What follows belongs to an exercise in optimizing a design on an open flow for a short achievable clock period and few clock cycles per item; a production flow would make more cautious choices. RTL that was checked went through simulation tests only; none was proved equivalent to the original. No functional check of the RTL was part of run 2. Power and IR drop assume default switching activity.

==> flow/design.v <==
package mbp_pkg;
	localparam int ByteW      = 8;
	localparam int WordW      = 64;
	localparam int NumWords   = 7;
	localparam int LenW       = 6;
	localparam int CfgIdxW    = 3;
	localparam int MaxPattern = 56;
	localparam logic [ByteW-1:0] CH_COLON = 8'h3A;
	localparam logic [ByteW-1:0] CH_LF    = 8'h0A;
	localparam logic [ByteW-1:0] CH_CR    = 8'h0D;
	localparam logic [ByteW-1:0] CH_SPACE = 8'h20;
	localparam logic [2:0] KIND_DATA  = 3'd0;
	localparam logic [2:0] KIND_NAME  = 3'd1;
	localparam logic [2:0] KIND_VALUE = 3'd2;
	localparam logic [2:0] KIND_EOL   = 3'd3;
	localparam logic [2:0] KIND_END   = 3'd4;
	localparam int EntW = 3 + ByteW + 1 + LenW;
endpackage
module mbp_dpath #(
	parameter int Depth = 8
) (
	input  logic                             clk,
	input  logic                             arst_n,
	input  logic [mbp_pkg::MaxPattern*8-1:0] pat,
	input  logic                             ent_valid,
	input  logic [mbp_pkg::EntW-1:0]         ent,
	input  logic                             out_stall,
	output logic                             in_stall,
	output logic                             out_valid,
	output logic [2:0]                       kind,
	output logic [7:0]                       out_byte,
	output logic                             last
);
	localparam int NP = mbp_pkg::MaxPattern;
	localparam int EW = mbp_pkg::EntW;
	logic [EW-1:0]    slot_q [Depth];
	logic [Depth-1:0] wp_q, rp_q;
	logic [Depth-1:0] occ_q;     
	logic             full_q;
	logic          ov_q;
	logic [2:0]    ok_q;
	logic [7:0]    ob_q;
	logic          ol_q;
	logic          act_q;       
	logic [NP-1:0] rep_oh_q;    
	logic [7:0]    pr_q;        
	logic [5:0]    left_q;      
	logic          lz_q;        
	logic [7:0]    tail_q;      
	logic [EW-1:0] head;
	logic [7:0]    p_rep1;      
	always_comb begin
		head = '0;
		for (int i = 0; i < Depth; i++) head = head | ({EW{rp_q[i]}} & slot_q[i]);
		p_rep1 = '0;
		for (int i = 1; i + 1 < NP; i++) p_rep1 = p_rep1 | ({8{rep_oh_q[i]}} & pat[(i+1)*8 +: 8]);
	end
	logic [2:0] h_kind;
	logic [7:0] h_byte;
	logic       h_rep;
	logic [5:0] h_rep_m1;
	assign {h_kind, h_byte, h_rep, h_rep_m1} = head;
	logic nonempty, adv, pop, push;
	assign nonempty = occ_q[0];
	assign adv      = !ov_q || !out_stall;
	assign pop      = adv && !act_q && nonempty;
	assign push     = ent_valid;
	always_ff @(posedge clk) begin
		for (int i = 0; i < Depth; i++)
			if (push && wp_q[i]) slot_q[i] <= ent;
	end
	always_ff @(posedge clk or negedge arst_n) begin
		if (!arst_n) begin
			wp_q   <= Depth'(1);
			rp_q   <= Depth'(1);
			occ_q  <= '0;
			full_q <= 1'b0;
		end else begin
			if (push) wp_q <= {wp_q[Depth-2:0], wp_q[Depth-1]};
			if (pop)  rp_q <= {rp_q[Depth-2:0], rp_q[Depth-1]};
			if (push && !pop)      occ_q <= {occ_q[Depth-2:0], 1'b1};
			else if (!push && pop) occ_q <= {1'b0, occ_q[Depth-1:1]};
			full_q <= occ_q[Depth-2] || (push && occ_q[Depth-3]);
		end
	end
	assign in_stall = full_q;
	always_ff @(posedge clk or negedge arst_n) begin
		if (!arst_n) begin
			ov_q  <= 1'b0;
			act_q <= 1'b0;
		end else if (adv) begin
			if (act_q) begin
				ov_q <= 1'b1;
				if (lz_q) act_q <= 1'b0;
			end else if (nonempty) begin
				ov_q  <= 1'b1;
				act_q <= h_rep;
			end else begin
				ov_q <= 1'b0;
			end
		end
	end
	always_ff @(posedge clk or negedge arst_n) begin
		if (!arst_n) begin
			ok_q <= '0;
			ob_q <= '0;
			ol_q <= 1'b0;
		end else if (adv) begin
			if (act_q) begin
				ok_q <= mbp_pkg::KIND_DATA;
				ob_q <= lz_q ? tail_q : pr_q;
				ol_q <= lz_q;
			end else begin
				ok_q <= h_rep ? mbp_pkg::KIND_DATA : h_kind;
				ob_q <= h_rep ? pat[7:0] : h_byte;
				ol_q <= !h_rep;
			end
		end
	end
	always_ff @(posedge clk) begin
		if (adv) begin
			if (act_q) begin
				rep_oh_q <= rep_oh_q << 1;
				pr_q     <= p_rep1;
				left_q   <= left_q - 6'd1;
				lz_q     <= (left_q == 6'd1);
			end else begin
				rep_oh_q <= NP'(2);
				pr_q     <= pat[15:8];
				left_q   <= h_rep_m1;
				lz_q     <= (h_rep_m1 == 6'd0);
				tail_q   <= h_byte;
			end
		end
	end
	assign out_valid = ov_q;
	assign kind      = ok_q;
	assign out_byte  = ob_q;
	assign last      = ol_q;
endmodule
module mbp_ctrl (
	input  logic                             clk,
	input  logic                             arst_n,
	input  logic                             cfg_we,
	input  logic [mbp_pkg::CfgIdxW-1:0]      cfg_index,
	input  logic [mbp_pkg::WordW-1:0]        cfg_data,
	input  logic                             accept,
	input  logic [mbp_pkg::ByteW-1:0]        body_byte,
	output logic [mbp_pkg::MaxPattern*8-1:0] pat,
	output logic                             ent_valid,
	output logic [mbp_pkg::EntW-1:0]         ent
);
	localparam int NP = mbp_pkg::MaxPattern;
	logic [NP*8-1:0] pat_q;
	logic [5:0]      lm3_q;      
	logic            restart;
	logic [5:0] len_cl;
	always_comb begin
		len_cl = cfg_data[5:0];
		if (len_cl < 6'd7)  len_cl = 6'd7;
		if (len_cl > 6'd56) len_cl = 6'd56;
	end
	assign restart = cfg_we && (cfg_index == 3'd0);
	always_ff @(posedge clk or negedge arst_n) begin
		if (!arst_n) begin
			pat_q <= '0;
			lm3_q <= 6'd4;
		end else if (cfg_we) begin
			if (cfg_index == 3'd0) begin
				lm3_q <= len_cl - 6'd3;
			end else begin
				for (int w = 1; w < 8; w++)
					if (cfg_index == 3'(w)) pat_q[(w-1)*64 +: 64] <= cfg_data;
			end
		end
	end
	assign pat = pat_q;
	function automatic logic [7:0] pb(input int i);
		pb = pat_q[i*8 +: 8];
	endfunction
	localparam logic [3:0] PH_PRE = 4'b0001, PH_NAME = 4'b0010, PH_VALUE = 4'b0100, PH_DATA = 4'b1000;
	logic [3:0]    ph_q;
	logic          vs_q;
	logic          adv_q;      
	logic          clr_q;      
	logic [NP-1:0] m_oh_q;
	logic [5:0]    m_q;
	logic [7:0]    pe_q;       
	logic [7:0]    pa_q;       
	logic          le_q;       
	logic          la_q;       
	logic [NP-1:0] m_oh;
	logic [5:0]    m_cur;
	logic [7:0]    exp_b;      
	logic          lst;        
	always_comb begin
		if (adv_q) begin
			m_oh  = m_oh_q << 1;
			m_cur = m_q + 6'd1;
			exp_b = pa_q;
			lst   = la_q;
		end else if (clr_q) begin
			m_oh  = NP'(1);
			m_cur = 6'd0;
			exp_b = pb(0);
			lst   = 1'b0;
		end else begin
			m_oh  = m_oh_q;
			m_cur = m_q;
			exp_b = pe_q;
			lst   = le_q;
		end
	end
	logic [7:0] p_q2;          
	logic [7:0] p_nx;          
	logic       l_nx;          
	always_comb begin
		p_q2 = '0;
		for (int i = 0; i + 2 < NP; i++) p_q2 = p_q2 | ({8{m_oh_q[i]}} & pb(i + 2));
		if (adv_q) begin
			p_nx = p_q2;
			l_nx = (m_q == lm3_q);
		end else if (clr_q) begin
			p_nx = pb(1);
			l_nx = 1'b0;
		end else begin
			p_nx = pa_q;
			l_nx = la_q;
		end
	end
	logic hit, hit_a, hit_c, hit_e, b_colon, b_lf, b_cr, b_space;
	assign hit_a   = (body_byte == pa_q);
	assign hit_c   = (body_byte == pb(0));
	assign hit_e   = (body_byte == pe_q);
	assign hit     = adv_q ? hit_a : (clr_q ? hit_c : hit_e);
	assign b_colon = (body_byte == mbp_pkg::CH_COLON);
	assign b_lf    = (body_byte == mbp_pkg::CH_LF);
	assign b_cr    = (body_byte == mbp_pkg::CH_CR);
	assign b_space = (body_byte == mbp_pkg::CH_SPACE);
	logic          ev_d;
	logic [2:0]    ek_d;
	logic [7:0]    eb_d;
	logic          er_d;
	logic [3:0]    ph_d;
	logic          vs_d;
	logic          adv_m, clr_m;
	always_comb begin
		ev_d  = 1'b0;
		ek_d  = mbp_pkg::KIND_DATA;
		eb_d  = body_byte;
		er_d  = 1'b0;
		ph_d  = ph_q;
		vs_d  = vs_q;
		adv_m = 1'b0;
		clr_m = 1'b0;
		if (accept) begin
			if (ph_q[0] || ph_q[3]) begin
				if (hit) begin
					if (lst) begin
						if (ph_q[3]) begin
							ev_d = 1'b1;
							ek_d = mbp_pkg::KIND_END;
							eb_d = 8'h00;
						end
						clr_m = 1'b1;
						vs_d  = 1'b0;
						ph_d  = PH_NAME;
					end else begin
						adv_m = 1'b1;
					end
				end else begin
					ev_d  = ph_q[3];
					er_d  = (m_cur != 6'd0);
					clr_m = 1'b1;
				end
			end else if (ph_q[1]) begin
				if (b_colon) begin
					ph_d = PH_VALUE;
					vs_d = 1'b0;
				end else if (b_lf) begin
					ph_d = PH_DATA;
				end else if (!b_cr) begin
					ev_d = 1'b1;
					ek_d = mbp_pkg::KIND_NAME;
				end
			end else begin
				if (b_lf) begin
					ev_d = 1'b1;
					ek_d = mbp_pkg::KIND_EOL;
					eb_d = 8'h00;
					vs_d = 1'b0;
					ph_d = PH_NAME;
				end else if (b_cr || (b_space && !vs_q)) begin
				end else begin
					ev_d = 1'b1;
					ek_d = mbp_pkg::KIND_VALUE;
					vs_d = 1'b1;
				end
			end
		end
	end
	always_ff @(posedge clk or negedge arst_n) begin
		if (!arst_n) begin
			ph_q   <= PH_PRE;
			vs_q   <= 1'b0;
			adv_q  <= 1'b0;
			clr_q  <= 1'b0;
			m_oh_q <= NP'(1) << 2;
			m_q    <= 6'd2;
			pe_q   <= 8'h00;
			pa_q   <= 8'h00;
			le_q   <= 1'b0;
			la_q   <= 1'b0;
		end else if (restart) begin
			ph_q   <= PH_PRE;
			vs_q   <= 1'b0;
			adv_q  <= 1'b0;
			clr_q  <= 1'b0;
			m_oh_q <= NP'(1) << 2;
			m_q    <= 6'd2;
			pe_q   <= pb(2);
			pa_q   <= pb(3);
			le_q   <= 1'b0;
			la_q   <= 1'b0;
		end else begin
			ph_q   <= ph_d;
			vs_q   <= vs_d;
			adv_q  <= adv_m;
			clr_q  <= clr_m;
			m_oh_q <= m_oh;
			m_q    <= m_cur;
			pe_q   <= exp_b;
			pa_q   <= p_nx;
			le_q   <= lst;
			la_q   <= l_nx;
		end
	end
	logic                     ev_q;
	logic [mbp_pkg::EntW-1:0] e_q;
	always_ff @(posedge clk or negedge arst_n) begin
		if (!arst_n) begin
			ev_q <= 1'b0;
		end else begin
			ev_q <= ev_d;
		end
	end
	always_ff @(posedge clk) begin
		e_q <= {ek_d, eb_d, er_d, 6'(m_cur - 6'd1)};
	end
	assign ent_valid = ev_q;
	assign ent       = e_q;
endmodule
module multipart_boundary_parser (
	input  logic                        clk,
	input  logic                        arst_n,
	input  logic                        cfg_we,
	input  logic [mbp_pkg::CfgIdxW-1:0] cfg_index,
	input  logic [mbp_pkg::WordW-1:0]   cfg_data,
	input  logic                        in_valid,
	output logic                        in_stall,
	input  logic [mbp_pkg::ByteW-1:0]   body_byte,
	output logic                        out_valid,
	input  logic                        out_stall,
	output logic [2:0]                  kind,
	output logic [mbp_pkg::ByteW-1:0]   out_byte,
	output logic                        last
);
	logic [mbp_pkg::MaxPattern*8-1:0] pat;
	logic                             ent_valid;
	logic [mbp_pkg::EntW-1:0]         ent;
	logic                             accept;
	assign accept = in_valid && !in_stall;
	mbp_ctrl u_ctrl (
		.clk       (clk),
		.arst_n    (arst_n),
		.cfg_we    (cfg_we),
		.cfg_index (cfg_index),
		.cfg_data  (cfg_data),
		.accept    (accept),
		.body_byte (body_byte),
		.pat       (pat),
		.ent_valid (ent_valid),
		.ent       (ent)
	);
	mbp_dpath u_dpath (
		.clk       (clk),
		.arst_n    (arst_n),
		.pat       (pat),
		.ent_valid (ent_valid),
		.ent       (ent),
		.out_stall (out_stall),
		.in_stall  (in_stall),
		.out_valid (out_valid),
		.kind      (kind),
		.out_byte  (out_byte),
		.last      (last)
	);
endmodule
==> flow/run.sh <==
#!/bin/bash
# synth_recipe.tcl (not shown) runs the flow's synth.tcl, then flattens the netlist and writes it again
# the make line also repeats each setting of config.mk as NAME=value (left out here)
make -C /OpenROAD-flow-scripts/flow DESIGN_CONFIG=/design/flow/config.mk WORK_HOME=/design/flow/orfs CLKGATE_MAP_FILE= SYNTH_SCRIPT=/design/flow/synth_recipe.tcl finish
==> flow/config.mk <==
export PLATFORM = sky130hd
export DESIGN_NAME = multipart_boundary_parser
export DESIGN_NICKNAME = multipart_boundary_parser
export VERILOG_FILES = /design/flow/design.v
export SDC_FILE = /design/flow/constraint.sdc
export NUM_CORES = 4
export LEC_CHECK = 0
export ABC_CLOCK_PERIOD_IN_PS = 2000
export CAP_MARGIN = 20
export CORE_MARGIN = 2
export CORE_UTILIZATION = 50
export CTS_CLUSTER_DIAMETER = 80
export CTS_CLUSTER_SIZE = 20
export SETUP_SLACK_MARGIN = 3.4
export SLEW_MARGIN = 20
==> flow/constraint.sdc <==
create_clock -name core_clock -period 5.5 [get_ports {clk}]
set_input_delay 1.1000 -clock core_clock [delete_from_list [all_inputs] [get_ports {clk}]]
set_output_delay 1.1000 -clock core_clock [all_outputs]
set_load 0.01 [all_outputs]
==> summary.txt, run 1 <==
CTS
The clock network latency to the later pin of the worst-skew pair is 0.64 ns. The hold-fix buffer count after cts is 0. Counting along the longest clock path gives a buffer depth of 3. Clock-pin slew was measured on the worst setup and hold paths at 0.08 ns. The CTS tree is done. The number of clock buffers inserted by TritonCTS is 49. The depth of the CTS H-tree is 2. The clock sink count is 817. The clock root buffer master is sky130_fd_sc_hd__clkbuf_16.

Final layout
Cells fill 60.4% of the core in the end. Compared with the post-synthesis result, the final layout area differs by 19.1%. The ratio of cells with drive above 1 in the final layout is 34.2%. The filler cell count in the final layout is 5524. The number of non-filler instances in the completed layout is 3866. The layout net count is 2954. The footprint of the flip-flops and latches is 0.0215 mm². In the final layout, the multi-input gates occupy 0.0141 mm². After routing the design area is 0.0425 mm².

Worst setup path
STA classifies the critical path endpoint as a primary output. The worst setup path is of the flop to primary output kind. STA classifies the critical path startpoint as a flop. The kind of cell with the highest combined delay along the critical path is flip-flops. Traced cell by cell, the critical path runs through buf_2.

Counting both buffers and inverters, the worst setup path holds a total of 1. The standard cell with the maximum stage delay on the critical path is sky130_fd_sc_hd__dfrtp_1. The largest single stage delay on the critical path is 0.39 ns. In this run the number of cells on the critical path is 1.

In this run the worst path has a maximum fanout of 2. The data required time of the critical path is 4.40 ns. The path depth of the worst reg2reg path is 8. At the worst endpoint, the arrival time is 1.16 ns.

Logic synthesis
The post-synthesis async set-or-reset flop share is 70.7%. The number of nets handed over by synthesis was 2735. After synthesis the cells add up to 0.0357 mm². Counting flops and latches in the post-synthesis netlist gives 817. Yosys printed 3 warnings.

The number of enable-type register cells in the synthesized netlist is 221. The most used flip-flop cell after synthesis is sky130_fd_sc_hd__dfrtp_1. The number of instances in the synthesized netlist is 2649. The number of distinct library cells after synthesis is 59.

The average instance in the mapped netlist occupies 13.5 µm². The post-synthesis sequential area ratio is 60.2%.

Min path
The cell depth of the worst hold path is 2. The path class of the tightest hold or removal check is flop to flop.

Global route
The total global-route track usage is 44.0%. The number of global-route vias before repair is 27.3k. The residual overflow from global routing is 0.

The number of antenna violations at the first check in global routing is 15. In the global route stage, met3 resource usage came out at 17.8%. The met1 usage is 53.9%. The met2 global-route usage is 64.0%. The largest net degree at the start of global routing is 115. The layer flagged by global routing as most heavily used is met2. The wire length of the first global-routing pass is 223 mm.

Power and ir drop
The ratio of total power to cell area is 344 mW/mm². The leakage power figure is 0.0172 µW. IR analysis of the VDD net gives a maximum drop of 322 µV.

Drt
The pre-antenna-repair detailed-routing pass consisted of 10 iterations. The number of DRC markers in iteration 0 is 4931. The vias after detailed routing is 29.1k. The count of nets left with antenna violations once routing finished came out at 0. After detailed routing, the total wire length is 164 mm.

The routed wire length per instance is 42.4 µm. The average via count per standard cell is 7.53. The remaining design rule violation count is 0.

STA
Setup total negative slack on the finished layout was measured at 0 ns. The final critical path takes up 41.0% of the cycle. The worst path in the final design needs a cycle of 2.26 ns, including I/O delays and setup.

The number of failing hold endpoints at the final stage was 0. The max-slew violation count was 0. Setup repair after global routing could not meet its margin everywhere. The maximum clock skew at final layout is 0.0349 ns. Setup violations remaining at the end of the flow were counted as 0. The worst slew margin relative to its limit is 32.3%. The tightest hold margin is 0.506 ns. The maximum operating frequency is 0.443 GHz. The slew at the pin closest to its max-slew limit is 1.01 ns.

Die
For this configuration, the core starts out at a cell density of 50.7%. From left edge to right edge, the die measures 271 µm. In this run the core area contains 97 standard-cell rows. After floorplanning, the core was sized to cover 0.0704 mm². The overall die height is 271 µm. 94 I/O pins were placed.

The die covers 0.0735 mm².

Outcome
The flow ran to the end and the layout has no timing, DRC or antenna violations.

Place
Routability-driven placement finished with a final weighted congestion of 1.02. The half-perimeter wire length after detailed placement is 96.7 mm. The total instance count after detailed placement is 3544. The cell area after placement is 0.0381 mm². In this run the tool buffered the top-level ports with 93 buffer cells.

Flow run
The tool flagged a number of max-cap violations equal to 0.
==> flip-flops by register name, indices dropped and copies added, names as in the netlist, 8 cells and up <==
register / cells
u_dpath.slot_q: 144
u_dpath.rp_q: 8
u_dpath.wp_q: 8
u_ctrl.m_oh_q: 54
u_ctrl.pe_q: 8
u_dpath.rep_oh_q: 54
u_ctrl.e_q: 18
u_dpath.ob_q: 8
u_dpath.pr_q: 8
u_dpath.tail_q: 8
u_dpath.occ_q: 8
u_ctrl.pa_q: 8
u_ctrl.pat_q: 448
==> cells in the mapped netlist (15+ instances only) <==
master / n / area, µm²
sky130_fd_sc_hd__a22o_1: 182 / 1590
sky130_fd_sc_hd__dfrtp_1: 572 / 14300
sky130_fd_sc_hd__a21oi_1: 45 / 225
sky130_fd_sc_hd__buf_2: 21 / 105
sky130_fd_sc_hd__nor3_1: 22 / 110
sky130_fd_sc_hd__a221oi_1: 127 / 1110
sky130_fd_sc_hd__nor2_1: 52 / 195
sky130_fd_sc_hd__nand4_1: 86 / 538
sky130_fd_sc_hd__and2_1: 74 / 463
sky130_fd_sc_hd__clkbuf_1: 197 / 739
sky130_fd_sc_hd__nand2_1: 72 / 270
sky130_fd_sc_hd__o21ai_0: 43 / 215
sky130_fd_sc_hd__mux2_2: 477 / 5370
sky130_fd_sc_hd__mux2i_1: 16 / 160
sky130_fd_sc_hd__nor4_1: 15 / 93.8
sky130_fd_sc_hd__edfxtp_1: 221 / 6640
sky130_fd_sc_hd__dfxtp_1: 18 / 360
sky130_fd_sc_hd__a222oi_1: 17 / 170
sky130_fd_sc_hd__a22oi_1: 227 / 1700
sky130_fd_sc_hd__nand3_1: 32 / 160
==> final cells by class <==
| type | count | share of cell area [%] |
|---|---|---|
| Multi-Input combinational cell | 1593 | 33.2 |
| Clock inverter | 8 | 0.212 |
| Inverter | 14 | 0.215 |
| Timing Repair Buffer | 393 | 9.57 |
| Tap cell | 940 | 2.77 |
| Sequential cell | 817 | 50.7 |
| Antenna cell | 27 | 0.159 |
| Clock buffer | 74 | 3.18 |
==> metal layers <==
| metal | part of all wire (%) | vias to the layer above |
|---|---|---|
| met2 | 42 | 2569 |
| met5 | 0.15 | - |
| met4 | 8.9 | 20 |
| met3 | 13 | 920 |
| li1 | - | 10800 |
| met1 | 35 | 14800 |
==> final timing paths <==
kind | startpoint | slack [ns] | end
worst max-delay path | u_dpath.ob_q[0] | 3.24 | out_byte[0]
worst min-delay path | u_dpath.occ_q[7] | 0.51 | u_dpath.occ_q[7]
worst max register to register | u_ctrl.clr_q | 3.28 | u_ctrl.ev_q
worst min register to register | u_dpath.occ_q[7] | 0.51 | u_dpath.occ_q[7]
max in group asynchronous | arst_n | 3.63 | u_ctrl.pat_q[263]
min in group asynchronous | arst_n | 0.54 | u_dpath.wp_q[1]
==> placed cells by master (no fill, tap or decap), drive strengths merged, types with 11 or more instances in the layout <==
master and n:
a22o 182, mux2 479, dfxtp 18, buf 309
a22oi 227, a222oi 17, nand4 87, and2 74
edfxtp 221, nand2 72, nor2 53, a221oi 127
dfrtp 572, clkbuf 84, inv 15, nor4 16
nand3 32, o21ai 43, diode 27, clkdlybuf4s50 60
nor3 23, nand2b 11, a21oi 45, mux2i 16
a31oi 11, xnor2 12
==> logic make-up (layout without fill, tap and decap cells) <==
group | Yosys count | after routing | synth area share [%]
flops | 817 | 817 | 60.2
compound gates | 689 | 689 | 15.1
mux | 495 | 495 | 15.6
simple gates | 385 | 385 | 5.82
buf+inv | 239 | 489 | 2.63
xor+xnor | 18 | 18 | 0.442
fa+ha+maj | 6 | 6 | 0.210
other cells | 0 | 27 | 0
==> stage by stage <==
step / power (µW) / setup slack, ns
after global placement: 10300 / 2.07
after detailed placement: 10400 / 2.02
final: 14600 / 3.24
after CTS: 14400 / 3.21
after floorplan: 9110 / 3.23
after global routing: 15000 / 3.21
==> report_power, final <==
part | total (µW) | internal [µW] | switching [µW]
logic | 2560 | 1260 | 1300
registers | 8240 | 7110 | 1130
clock network | 3830 | 1740 | 2090
==> timing repair <==
item / 4_1_cts / 5_1_grt
pin swaps: 15 / 16
setup buffers: 160 / 38
cloned: 10 / 5
endpoints found under the hold margin: 0 / 0
resized for setup: 198 / 79
endpoints found under the setup margin: 587 / 309
Testbench counts, summed over its fixed seeds: cycles 43,750, bytes 41,712.
==> run 2, diff against run 1 <==
--- a/flow/design.v
+++ b/flow/design.v
@@ -42,18 +42,19 @@
 	logic [7:0]    ob_q;
 	logic          ol_q;
 	logic          act_q;       
-	logic [NP-1:0] rep_oh_q;    
+	logic [5:0]    rep1_q;      
 	logic [7:0]    pr_q;        
 	logic [5:0]    left_q;      
 	logic          lz_q;        
 	logic [7:0]    tail_q;      
+	logic [511:0] pat_x;
+	assign pat_x = {64'h0, pat};
 	logic [EW-1:0] head;
 	logic [7:0]    p_rep1;      
 	always_comb begin
 		head = '0;
 		for (int i = 0; i < Depth; i++) head = head | ({EW{rp_q[i]}} & slot_q[i]);
-		p_rep1 = '0;
-		for (int i = 1; i + 1 < NP; i++) p_rep1 = p_rep1 | ({8{rep_oh_q[i]}} & pat[(i+1)*8 +: 8]);
+		p_rep1 = pat_x[rep1_q*8 +: 8];
 	end
 	logic [2:0] h_kind;
 	logic [7:0] h_byte;
@@ -120,12 +121,12 @@
 	always_ff @(posedge clk) begin
 		if (adv) begin
 			if (act_q) begin
-				rep_oh_q <= rep_oh_q << 1;
+				rep1_q   <= rep1_q + 6'd1;
 				pr_q     <= p_rep1;
 				left_q   <= left_q - 6'd1;
 				lz_q     <= (left_q == 6'd1);
 			end else begin
-				rep_oh_q <= NP'(2);
+				rep1_q   <= 6'd2;
 				pr_q     <= pat[15:8];
 				left_q   <= h_rep_m1;
 				lz_q     <= (h_rep_m1 == 6'd0);
@@ -175,6 +176,8 @@
 		end
 	end
 	assign pat = pat_q;
+	logic [511:0] pat_x;
+	assign pat_x = {64'h0, pat_q};
 	function automatic logic [7:0] pb(input int i);
 		pb = pat_q[i*8 +: 8];
 	endfunction
@@ -183,30 +186,30 @@
 	logic          vs_q;
 	logic          adv_q;      
 	logic          clr_q;      
-	logic [NP-1:0] m_oh_q;
 	logic [5:0]    m_q;
+	logic [5:0]    m2_q;       
 	logic [7:0]    pe_q;       
 	logic [7:0]    pa_q;       
 	logic          le_q;       
 	logic          la_q;       
-	logic [NP-1:0] m_oh;
 	logic [5:0]    m_cur;
+	logic [5:0]    m2_cur;     
 	logic [7:0]    exp_b;      
 	logic          lst;        
 	always_comb begin
 		if (adv_q) begin
-			m_oh  = m_oh_q << 1;
-			m_cur = m_q + 6'd1;
+			m_cur  = m_q + 6'd1;
+			m2_cur = m2_q + 6'd1;
 			exp_b = pa_q;
 			lst   = la_q;
 		end else if (clr_q) begin
-			m_oh  = NP'(1);
-			m_cur = 6'd0;
+			m_cur  = 6'd0;
+			m2_cur = 6'd2;
 			exp_b = pb(0);
 			lst   = 1'b0;
 		end else begin
-			m_oh  = m_oh_q;
-			m_cur = m_q;
+			m_cur  = m_q;
+			m2_cur = m2_q;
 			exp_b = pe_q;
 			lst   = le_q;
 		end
@@ -215,8 +218,7 @@
 	logic [7:0] p_nx;          
 	logic       l_nx;          
 	always_comb begin
-		p_q2 = '0;
-		for (int i = 0; i + 2 < NP; i++) p_q2 = p_q2 | ({8{m_oh_q[i]}} & pb(i + 2));
+		p_q2 = pat_x[m2_q*8 +: 8];
 		if (adv_q) begin
 			p_nx = p_q2;
 			l_nx = (m_q == lm3_q);
@@ -305,8 +307,8 @@
 			vs_q   <= 1'b0;
 			adv_q  <= 1'b0;
 			clr_q  <= 1'b0;
-			m_oh_q <= NP'(1) << 2;
 			m_q    <= 6'd2;
+			m2_q   <= 6'd4;
 			pe_q   <= 8'h00;
 			pa_q   <= 8'h00;
 			le_q   <= 1'b0;
@@ -316,8 +318,8 @@
 			vs_q   <= 1'b0;
 			adv_q  <= 1'b0;
 			clr_q  <= 1'b0;
-			m_oh_q <= NP'(1) << 2;
 			m_q    <= 6'd2;
+			m2_q   <= 6'd4;
 			pe_q   <= pb(2);
 			pa_q   <= pb(3);
 			le_q   <= 1'b0;
@@ -327,8 +329,8 @@
 			vs_q   <= vs_d;
 			adv_q  <= adv_m;
 			clr_q  <= clr_m;
-			m_oh_q <= m_oh;
 			m_q    <= m_cur;
+			m2_q   <= m2_cur;
 			pe_q   <= exp_b;
 			pa_q   <= p_nx;
 			le_q   <= lst;
==> summary.txt, run 2 <==
Final layout
The ratio of cells with drive above 1 in the final layout is 43.9% (+9.7 points). The number of flip-flops in the largest register came to 448 (unchanged). The layout net count is 2571 (-13%). The library cell used most frequently in the layout, excluding fill and tap cells, is sky130_fd_sc_hd__dfrtp_1. More flip-flops sit in one register than any other, and that register is u_ctrl.pat_q. Leaving out fill and tap cells, the most frequent cells in the layout are sky130_fd_sc_hd__dfrtp_1, sky130_fd_sc_hd__mux2_2, sky130_fd_sc_hd__mux4_2.

The antenna diode count is 0 (-100%). Relative to the synthesized area, the layout overhead comes to 17.7%. The filler cell count in the final layout was 5424 (-1.8%). In the final layout, the registers with the most flip-flops are u_ctrl.pat_q x448, u_dpath.slot_q x144, u_ctrl.e_q x18.

CTS
The number of clock buffers inserted by TritonCTS is 44 (-10%). The number of buffers between clock root and the deepest sink is 3 (unchanged). The clock-pin slew on the worst setup and hold paths is 0.09 ns (about the same). The clock sink count is 721 (-12%). The depth of the CTS H-tree was 2 (unchanged). In this run the clock root is driven by a sky130_fd_sc_hd__clkbuf_16. The clock network latency to the later pin of the worst-skew pair is 0.62 ns (-0.02 ns). TritonCTS built the clock tree.

Logic synthesis
sky130_fd_sc_hd__dfrtp_1 takes more of the synthesized area than any other cell. The simple-gate share of the synthesized area came to 4.34% (-1.5 points). The number of enable-type register cells in the synthesized netlist came to 173 (-22%). The mean post-synth cell area is 15.0 µm² (+11%). The area fraction in compound gates after synthesis is 5.74% (-9.4 points).

The net count after synthesis is 2430 (-11%). The netlist area before placement is 0.0351 mm² (-1.7%). The number of distinct library cells after synthesis was 70 (+19%). The post-synthesis async set-or-reset flop share is 73.5% (+2.8 points).

The post-synthesis sequential area ratio is 53.7% (-6.5 points). The adder-cell share of the synthesized area is 0.321% (+0.11 points). The number of storage elements in the synthesis netlist is 721 (-12%). The portion of synthesized cell area occupied by the leading cell type was 37.4% (-2.7 points).

The xor/xnor share of the synthesized area is 0.699% (+0.26 points). The most used standard cell by instance count after synthesis is sky130_fd_sc_hd__dfrtp_1. The commonest cells after synthesis are sky130_fd_sc_hd__dfrtp_1, sky130_fd_sc_hd__mux2_2, sky130_fd_sc_hd__mux4_2. The mux cell area share after synthesis is 32.7% (+17 points).

The most used flip-flop cell after synthesis is sky130_fd_sc_hd__dfrtp_1. The number of instances in the synthesized netlist was 2341 (-12%). After synthesis, the largest family of logic cells by area is multiplexers. The count of synthesis-stage warnings from yosys was 3 (unchanged). Ranked by total cell area, the synthesized netlist is headed by sky130_fd_sc_hd__dfrtp_1, sky130_fd_sc_hd__mux2_2, sky130_fd_sc_hd__edfxtp_1.

Power and ir drop
The maximum ir drop on the vdd rail is 222 µV (-31%). The leakage power figure is 0.0162 µW (-5.8%). The ratio of total power to cell area is 335 mW/mm² (-2.6%).

Outcome
The run finished with no timing, DRC or antenna violations.

Die
The die area is 0.0723 mm² (-1.7%). The initial core utilization is 50.3% (-0.42 points). The core region area was 0.0698 mm² (-0.86%). The boundary pin count is 94 (unchanged). The overall die height is 269 µm (-0.83%). The die width is 269 µm (-0.83%). The cell row count was 97 (unchanged).

Drt
The first-pass iteration count of the detailed router is 5 (-5). The routed wire length per instance is 32.4 µm (-24%). The number of DRC markers in iteration 0 was 2383 (-52%).

The remaining design rule violation count was 0 (unchanged). The vias after detailed routing is 22.9k (-21%). The average via count per standard cell is 6.63 (-12%). The final wirelength is 112 mm (-32%). The number of nets with antenna violations after routing was 0 (unchanged).

STA
The maximum operating frequency is 0.380 GHz (-14%). The max-slew violation count came to 0 (unchanged). The post-route fraction of the period consumed by the critical path came to 47.8% (+6.8 points). Setup repair after global routing could not meet its margin everywhere. The smallest setup slack after layout is 2.87 ns (-0.374 ns). The number of failing hold endpoints at the final stage is 0 (unchanged).

The setup TNS came to 0 ns (unchanged). The worst slew margin relative to its limit is 28.8% (-3.5 points). The number of endpoints failing setup at the final stage is 0 (unchanged). The time the final worst path needs with I/O delays and setup is 2.63 ns (+0.374 ns).

The tightest hold margin came to 0.479 ns (-0.0275 ns). The slew at the pin closest to its max-slew limit is 1.07 ns (+0.0528 ns). The maximum clock skew at final layout is 0.0239 ns (-0.0111 ns).

Min path
The worst hold path belongs to the class primary input to asynchronous set/reset pin.

Worst setup path
By startpoint and endpoint, the worst setup path is classified as flop to flop. The largest fanout on the critical path was 5 (+3). The element type at the critical path start is a flop. The data arrival time of the critical path was 3.15 ns (+1.99 ns). The capture point of the worst reg-to-reg path is u_ctrl.pa_q[2]. The path depth of the worst reg2reg path was 8 (unchanged). The startpoint identified for the worst register-to-register timing path is u_ctrl.m2_q[0]. The register-to-register setup slack was 2.87 ns (-0.41 ns).

The type of element capturing the critical path is a flop. The data required time of the critical path is 6.02 ns (+1.62 ns).

Global route
The wire length of the first global-routing pass is 160 mm (-29%). The largest net degree at the start of global routing is 111 (-3.5%). The number of antenna violations at the first check in global routing was 0 (-15). The total global-route track usage was 30.6% (-13 points). The number of global-route vias before repair was 22.8k (-16%). The residual overflow from global routing is 0 (unchanged).

Place
The final estimated routing congestion in global placement was 0.878 (-14%). The number of input and output port buffers inserted came to 93 (unchanged). The post-place setup slack is 1.98 ns (-0.0406 ns). The half-perimeter wire length after detailed placement is 62.8 mm (-35%).

Flow run
The number of maximum-capacitance constraint violations was 0 (unchanged).
==> run 2: through the flow <==
stage | area, µm² | total power [µW] | utilization [%] | std cells
floorplan | 36200 | 8900 | - | 2341
global placement | 37100 | 9720 | 53.2 | 3249
detailed placement | 37100 | 9850 | 53.2 | 3250
CTS | 40300 | 13700 | 57.8 | 3404
global route | 41300 | 14400 | 59.2 | 3451
finish | 41300 | 13800 | 59.2 | 3451
==> run 2: critical path, stage by stage, from the launching register on <==
cell and delay [ns]:
sky130_fd_sc_hd__dfrtp_4 0.46, sky130_fd_sc_hd__buf_4 0.13, sky130_fd_sc_hd__buf_12 0.14, sky130_fd_sc_hd__buf_16 0.15, sky130_fd_sc_hd__mux4_1 0.59, sky130_fd_sc_hd__a21oi_1 0.21
sky130_fd_sc_hd__a31oi_1 0.19, sky130_fd_sc_hd__or3_1 0.35, sky130_fd_sc_hd__a221o_1 0.30
==> run 2: how the worst max path moves through the flow <==
| stage | start | slack, ns | to | depth (start not counted) |
|---|---|---|---|---|
| floorplan | cfg_index[2] | 3.22 | u_ctrl.pa_q[6] | 6 |
| global placement | cfg_index[0] | 2.02 | u_ctrl.pa_q[4] | 5 |
| detailed placement | cfg_index[0] | 1.98 | u_ctrl.pa_q[4] | 5 |
| CTS | u_ctrl.m2_q[0] | 2.93 | u_ctrl.pa_q[2] | 7 |
| global route | u_ctrl.m2_q[0] | 2.79 | u_ctrl.pa_q[2] | 7 |
| finish | u_ctrl.m2_q[0] | 2.87 | u_ctrl.pa_q[2] | 8 |
==> run 2: per-layer routing <==
| layer | share of wire [%] | GRT usage [%] | vias to the layer above |
|---|---|---|---|
| li1 | - | - | 9395 |
| met1 | 42 | 43.6 | 12400 |
| met5 | 0 | 0 | - |
| met2 | 48 | 48.6 | 932 |
| met3 | 6.9 | 4.60 | 186 |
| met4 | 3.2 | 10.3 | 0 |
==> run 2: logic make-up after synthesis <==
| family | after synthesis |
|---|---|
| fa+ha+maj | 9 |
| xor+xnor | 28 |
| mux | 778 |
| flops | 721 |
| buf+inv | 198 |
| compound gates | 297 |
| simple gates | 310 |
==> run 2: where the power goes <==
part | total (µW) | internal, µW | switching [µW]
registers | 7000 | 6320 | 680
clock network | 3680 | 1780 | 1890
logic | 3160 | 1810 | 1360
total | 13800 | 9920 | 3930
==> run 2: what timing repair did <==
item	4_1_cts	5_1_grt
cloned	21	16
endpoints found under the setup margin	581	195
setup buffers	58	31
pin swaps	19	22
hold buffers	0	0
resized for setup	245	77
==> run 2: cell type report <==
type                       count  area (µm²)  area share, %
clock buffer                  66        1290           3.12
clock inverter                 9         153          0.370
inverter                      20         111          0.270
multi-input combinational   1422       16100           38.9
sequential                   721       18900           45.7
tap                          940        1180           2.85
timing repair buffer         273        3640           8.82

## separate check: timing with driven ports
The flow's constraints put no driver on any port. The routed layouts listed below were extracted and timed again, unchanged, in two steps. Step 1 assumes that a clkbuf_16 drives the clock port and a buf_2 every other input. Step 2 times the ports against the registers' clock, not the clock port: input delays grow and output delays shrink by t, the midpoint of the rising clock arrivals with the driver on. Slacks: ideal ports / drivers / drivers and shift; pairs: ideal ports / drivers.
run | t (ns) | slack for setup (ns) | hold slack, ns | worst register clock-pin slew, ns | cell pins on the clock port's net
run 1 | 0.693 | 3.244 / 3.172 / 2.689 | 0.506 / 0.506 / 0.506 | 0.09 / 0.09 | 1
run 2 | 0.681 | 2.870 / 2.870 / 2.491 | 0.479 / 0.465 / 0.488 | 0.09 / 0.09 | 1
After both steps every run listed still meets setup and hold. For run 1, which loses most, drivers alone change the setup slack by -0.072 ns; drivers and shift together by -0.555 ns.
